Background: an optimization exercise with open tools, aiming at small area and few clock cycles. Do not read the settings as production practice.
RTL that was checked went through simulation tests only; none was proved equivalent to the original.

lane 2:
==> flow/design.v <==
`timescale 1ns/1ps
package axi_read_pkg;
    typedef logic [31:0] axi_addr_t;     
    typedef logic [63:0] axi_data_t;     
    typedef logic [7:0]  axi_len_t;      
    typedef enum logic [2:0] {
        SIZE_1B, SIZE_2B, SIZE_4B, SIZE_8B,
        SIZE_16B, SIZE_32B, SIZE_64B, SIZE_128B
    } axi_size_e;
    typedef enum logic [1:0] {FIXED = 2'd0, INCR = 2'd1, WRAP = 2'd2} axi_burst_e;
    typedef enum logic [2:0] {
        IDLE, LINE_ADDR, LINE_BURST, WAIT_ROOM, FRAME_REQ, FRAME_UPDATE, RESYNC
    } fetch_state_e;
endpackage
`timescale 1ns/1ps
package video_stream_pkg;
    typedef logic [7:0] vid_byte_t;
    typedef struct packed {
        logic        sof;    
        logic [63:0] data;
    } tagged_beat_t;
    typedef logic [$clog2(16 + 1) - 1:0] fifo_level_t;
endpackage
`timescale 1ns/1ps
module uvc_frame_reader (
    input  logic                        axi_clk,
    input  logic                        rst_n,
    input  axi_read_pkg::axi_addr_t     frame_buffer_addr_i,
    output logic                        next_frame_buffer_request_o,
    output axi_read_pkg::axi_addr_t     araddr_o,
    output axi_read_pkg::axi_len_t      arlen_o,
    output axi_read_pkg::axi_size_e     arsize_o,
    output axi_read_pkg::axi_burst_e    arburst_o,
    output logic                        arvalid_o,
    input  logic                        arready_i,
    input  axi_read_pkg::axi_data_t     rdata_i,
    input  logic                        rvalid_i,
    output logic                        rready_o,
    input  logic                        vf_sof_i,
    input  logic                        uvc_ready_i,
    output logic                        vf_valid_o,
    output video_stream_pkg::vid_byte_t vf_byte_o
);
    localparam int BEATS = (16 / 4);    
    logic [63:0] slot_q [0:BEATS-1];
    logic [2:0]  wcnt_q;      
    logic [2:0]  rcnt_q;      
    logic [2:0]  idx_q;       
    logic [1:0]  line_q;      
    logic        arvalid_q;
    logic        req_q;
    logic take, last_byte, mismatch, accept, raise_now, bypass, frame_start;
    assign arlen_o   = axi_read_pkg::axi_len_t'(BEATS - 1);
    assign arsize_o  = axi_read_pkg::SIZE_8B;
    assign arburst_o = axi_read_pkg::INCR;
    assign rready_o  = 1'b1;
    assign araddr_o  = {frame_buffer_addr_i[31:11] +
                        (32 - 11)'(line_q),
                        frame_buffer_addr_i[11-1:0]};
    assign arvalid_o = arvalid_q || raise_now;
    assign next_frame_buffer_request_o = req_q;
    assign bypass     = (rcnt_q == wcnt_q);
    assign vf_valid_o = !rcnt_q[2] && (!bypass || rvalid_i);
    assign vf_byte_o  = bypass ? rdata_i[7:0] : slot_q[rcnt_q[1:0]][idx_q*8 +: 8];
    assign frame_start = (line_q == 2'd1) && (rcnt_q[1:0] == 2'd0) && (idx_q == 3'd0);
    assign take      = vf_valid_o && uvc_ready_i;
    assign last_byte = (idx_q == 3'd7);
    assign mismatch  = take && vf_sof_i && !frame_start;
    assign accept    = arvalid_o && arready_i;
    assign raise_now = wcnt_q[2] &&
                       (rcnt_q[2] || (rcnt_q[1:0] == 2'd3 && last_byte && take));
    always_ff @(posedge axi_clk or negedge rst_n)
    begin
        if (!rst_n)
        begin
            wcnt_q    <= 3'd4;
            rcnt_q    <= 3'd4;
            idx_q     <= '0;
            line_q    <= '0;
            arvalid_q <= 1'b0;
            req_q     <= 1'b0;
        end
        else
        begin
            arvalid_q <= arvalid_o && !arready_i && !mismatch;
            req_q     <= accept && (line_q == 2'd3);
            if (accept)
                wcnt_q <= '0;
            else if (rvalid_i)
                wcnt_q <= wcnt_q + 1'b1;
            if (mismatch)
            begin
                rcnt_q <= 3'd4;
                idx_q  <= '0;
                line_q <= '0;
            end
            else
            begin
                if (accept)
                    rcnt_q <= '0;
                else if (take && last_byte)
                    rcnt_q <= rcnt_q + 1'b1;
                if (take)
                    idx_q <= idx_q + 1'b1;
                if (accept)
                    line_q <= line_q + 1'b1;
            end
        end
    end
    always_ff @(posedge axi_clk)
    begin
        if (rvalid_i)
            slot_q[wcnt_q[1:0]] <= rdata_i;
    end
endmodule
export LEC_CHECK = 0
export CAP_MARGIN = 20
export CORE_MARGIN = 2
export CORE_UTILIZATION = 40
export SLEW_MARGIN = 20
create_clock -name core_clock -period 5.0 [get_ports {axi_clk}]
standard.sh (not shown) runs the stock make flow with config.mk's settings and CLKGATE_MAP_FILE= SYNTH_SCRIPT=/design/flow/synth_recipe.tcl, a recipe that flattens the netlist after the stock synthesis.
==> flow/flow/run.sh <==
#!/bin/bash
# layout flow: the standard flow with the smallest buffer on the ports
export BUFFER_PORTS_ARGS="-buffer_cell sky130_fd_sc_hd__buf_1"
export CTS_ARGS="-sink_clustering_enable -repair_clock_nets -dont_use_dummy_load -buf_list sky130_fd_sc_hd__clkbuf_8 -sink_clustering_size 20 -sink_clustering_max_diameter 60"
bash standard.sh > standard.log 2>&1
Testbench counts of lane 2, summed over its fixed seeds: cycles 19,354.
Setup changes, lane 2 to lane 1
==> flow/design.v, changed modules only <==
module uvc_frame_reader (
    input  logic                        axi_clk,
    input  logic                        rst_n,
    input  axi_read_pkg::axi_addr_t     frame_buffer_addr_i,
    output logic                        next_frame_buffer_request_o,
    output axi_read_pkg::axi_addr_t     araddr_o,
    output axi_read_pkg::axi_len_t      arlen_o,
    output axi_read_pkg::axi_size_e     arsize_o,
    output axi_read_pkg::axi_burst_e    arburst_o,
    output logic                        arvalid_o,
    input  logic                        arready_i,
    input  axi_read_pkg::axi_data_t     rdata_i,
    input  logic                        rvalid_i,
    output logic                        rready_o,
    input  logic                        vf_sof_i,
    input  logic                        uvc_ready_i,
    output logic                        vf_valid_o,
    output video_stream_pkg::vid_byte_t vf_byte_o
);
    localparam int BEATS = (16 / 4);    
    logic [63:0] slot_q [0:BEATS-1];
    logic [2:0]  wcnt_q;      
    logic [2:0]  rcnt_q;      
    logic [2:0]  idx_q;       
    logic [1:0]  line_q;      
    logic take, last_byte, mismatch, accept, raise_now, bypass, frame_start;
    assign arlen_o   = axi_read_pkg::axi_len_t'(BEATS - 1);
    assign arsize_o  = axi_read_pkg::SIZE_8B;
    assign arburst_o = axi_read_pkg::INCR;
    assign rready_o  = 1'b1;
    assign araddr_o  = {frame_buffer_addr_i[31:11] +
                        (32 - 11)'(line_q),
                        frame_buffer_addr_i[11-1:0]};
    assign arvalid_o = raise_now;
    assign next_frame_buffer_request_o = (line_q == 2'd0) && (wcnt_q == 3'd0);
    assign bypass     = (rcnt_q == wcnt_q);
    assign vf_valid_o = !rcnt_q[2] && (!bypass || rvalid_i);
    assign vf_byte_o  = bypass ? rdata_i[7:0] : slot_q[rcnt_q[1:0]][idx_q*8 +: 8];
    assign frame_start = (line_q == 2'd1) && (rcnt_q[1:0] == 2'd0) && (idx_q == 3'd0);
    assign take      = vf_valid_o && uvc_ready_i;
    assign last_byte = (idx_q == 3'd7);
    assign mismatch  = take && vf_sof_i && !frame_start;
    assign accept    = arvalid_o && arready_i;
    assign raise_now = wcnt_q[2] &&
                       (rcnt_q[2] ||
                        (rcnt_q[1:0] == 2'd3 && last_byte && take && !vf_sof_i));
    always_ff @(posedge axi_clk or negedge rst_n)
    begin
        if (!rst_n)
        begin
            wcnt_q    <= 3'd4;
            rcnt_q    <= 3'd4;
            idx_q     <= '0;
            line_q    <= '0;
        end
        else
        begin
            if (accept)
                wcnt_q <= '0;
            else if (rvalid_i)
                wcnt_q <= wcnt_q + 1'b1;
            if (mismatch)
            begin
                rcnt_q <= 3'd4;
                idx_q  <= '0;
                line_q <= '0;
            end
            else
            begin
                if (accept)
                    rcnt_q <= '0;
                else if (take && last_byte)
                    rcnt_q <= rcnt_q + 1'b1;
                if (take)
                    idx_q <= idx_q + 1'b1;
                if (accept)
                    line_q <= line_q + 1'b1;
            end
        end
    end
    always_ff @(posedge axi_clk)
    begin
        if (rvalid_i)
            slot_q[wcnt_q[1:0]] <= rdata_i;
    end
endmodule
Findings:
- Multi-input logic cell count grows by a few percent when moving from lane 2 to lane 1.
- On global-route usage, lane 2 and lane 1 are neck and neck.
- Taking lane 2 as the reference, in lane 1 final cell count without fillers has remained practically unchanged; final routed wirelength across all metal layers roughly the same; share of the yosys chip area belonging to registers now larger.
- Higher fraction of final layout cells with drive strength greater than 1 was reported by lane 2, not lane 1.
- met1 track demand over resource for lane 1 is higher than for lane 2.
- The count of sequential standard cells of lane 1 falls short of that of lane 2 by 2.
- Lane 1 ended with less cell area than lane 2.
- For the overall die area, lane 1 came in 1.1% lower than lane 2 did.
- Number of distinct library cells after synthesis ended up about 6% lower on lane 1 than on lane 2.
- Compared to lane 2, lane 1 has share of cell area taken by multi-input logic gates 0.21 points lower.
For lane 1, only the layout was checked, not whether the RTL still works.

## separate check: timing with driven ports
Ports are ideal in the flow. The routed layouts listed here were re-timed in OpenROAD.
Step 1 (the two cells are an assumption about what drives the block):
set clk [get_ports {axi_clk}]
set_driving_cell -lib_cell sky130_fd_sc_hd__clkbuf_16 $clk
set_driving_cell -lib_cell sky130_fd_sc_hd__buf_2 [delete_from_list [all_inputs] $clk]
Step 2 also shifts input and output timing later by t, the mid clock arrival at the registers, as if the neighbouring blocks saw the same clock.
Slacks: ideal / step 1 / step 2; pairs: ideal / step 1.
run	t, ns	slack for setup (ns)	worst setup path at the end	latest minus earliest clock arrival (ns)
lane 2	0.566	0.831 / 0.787 / 1.061	input to output	0.040 / 0.039
lane 1	0.559	0.742 / 0.701 / 1.125	input to output	0.032 / 0.032
After both steps every run listed still meets setup and hold.
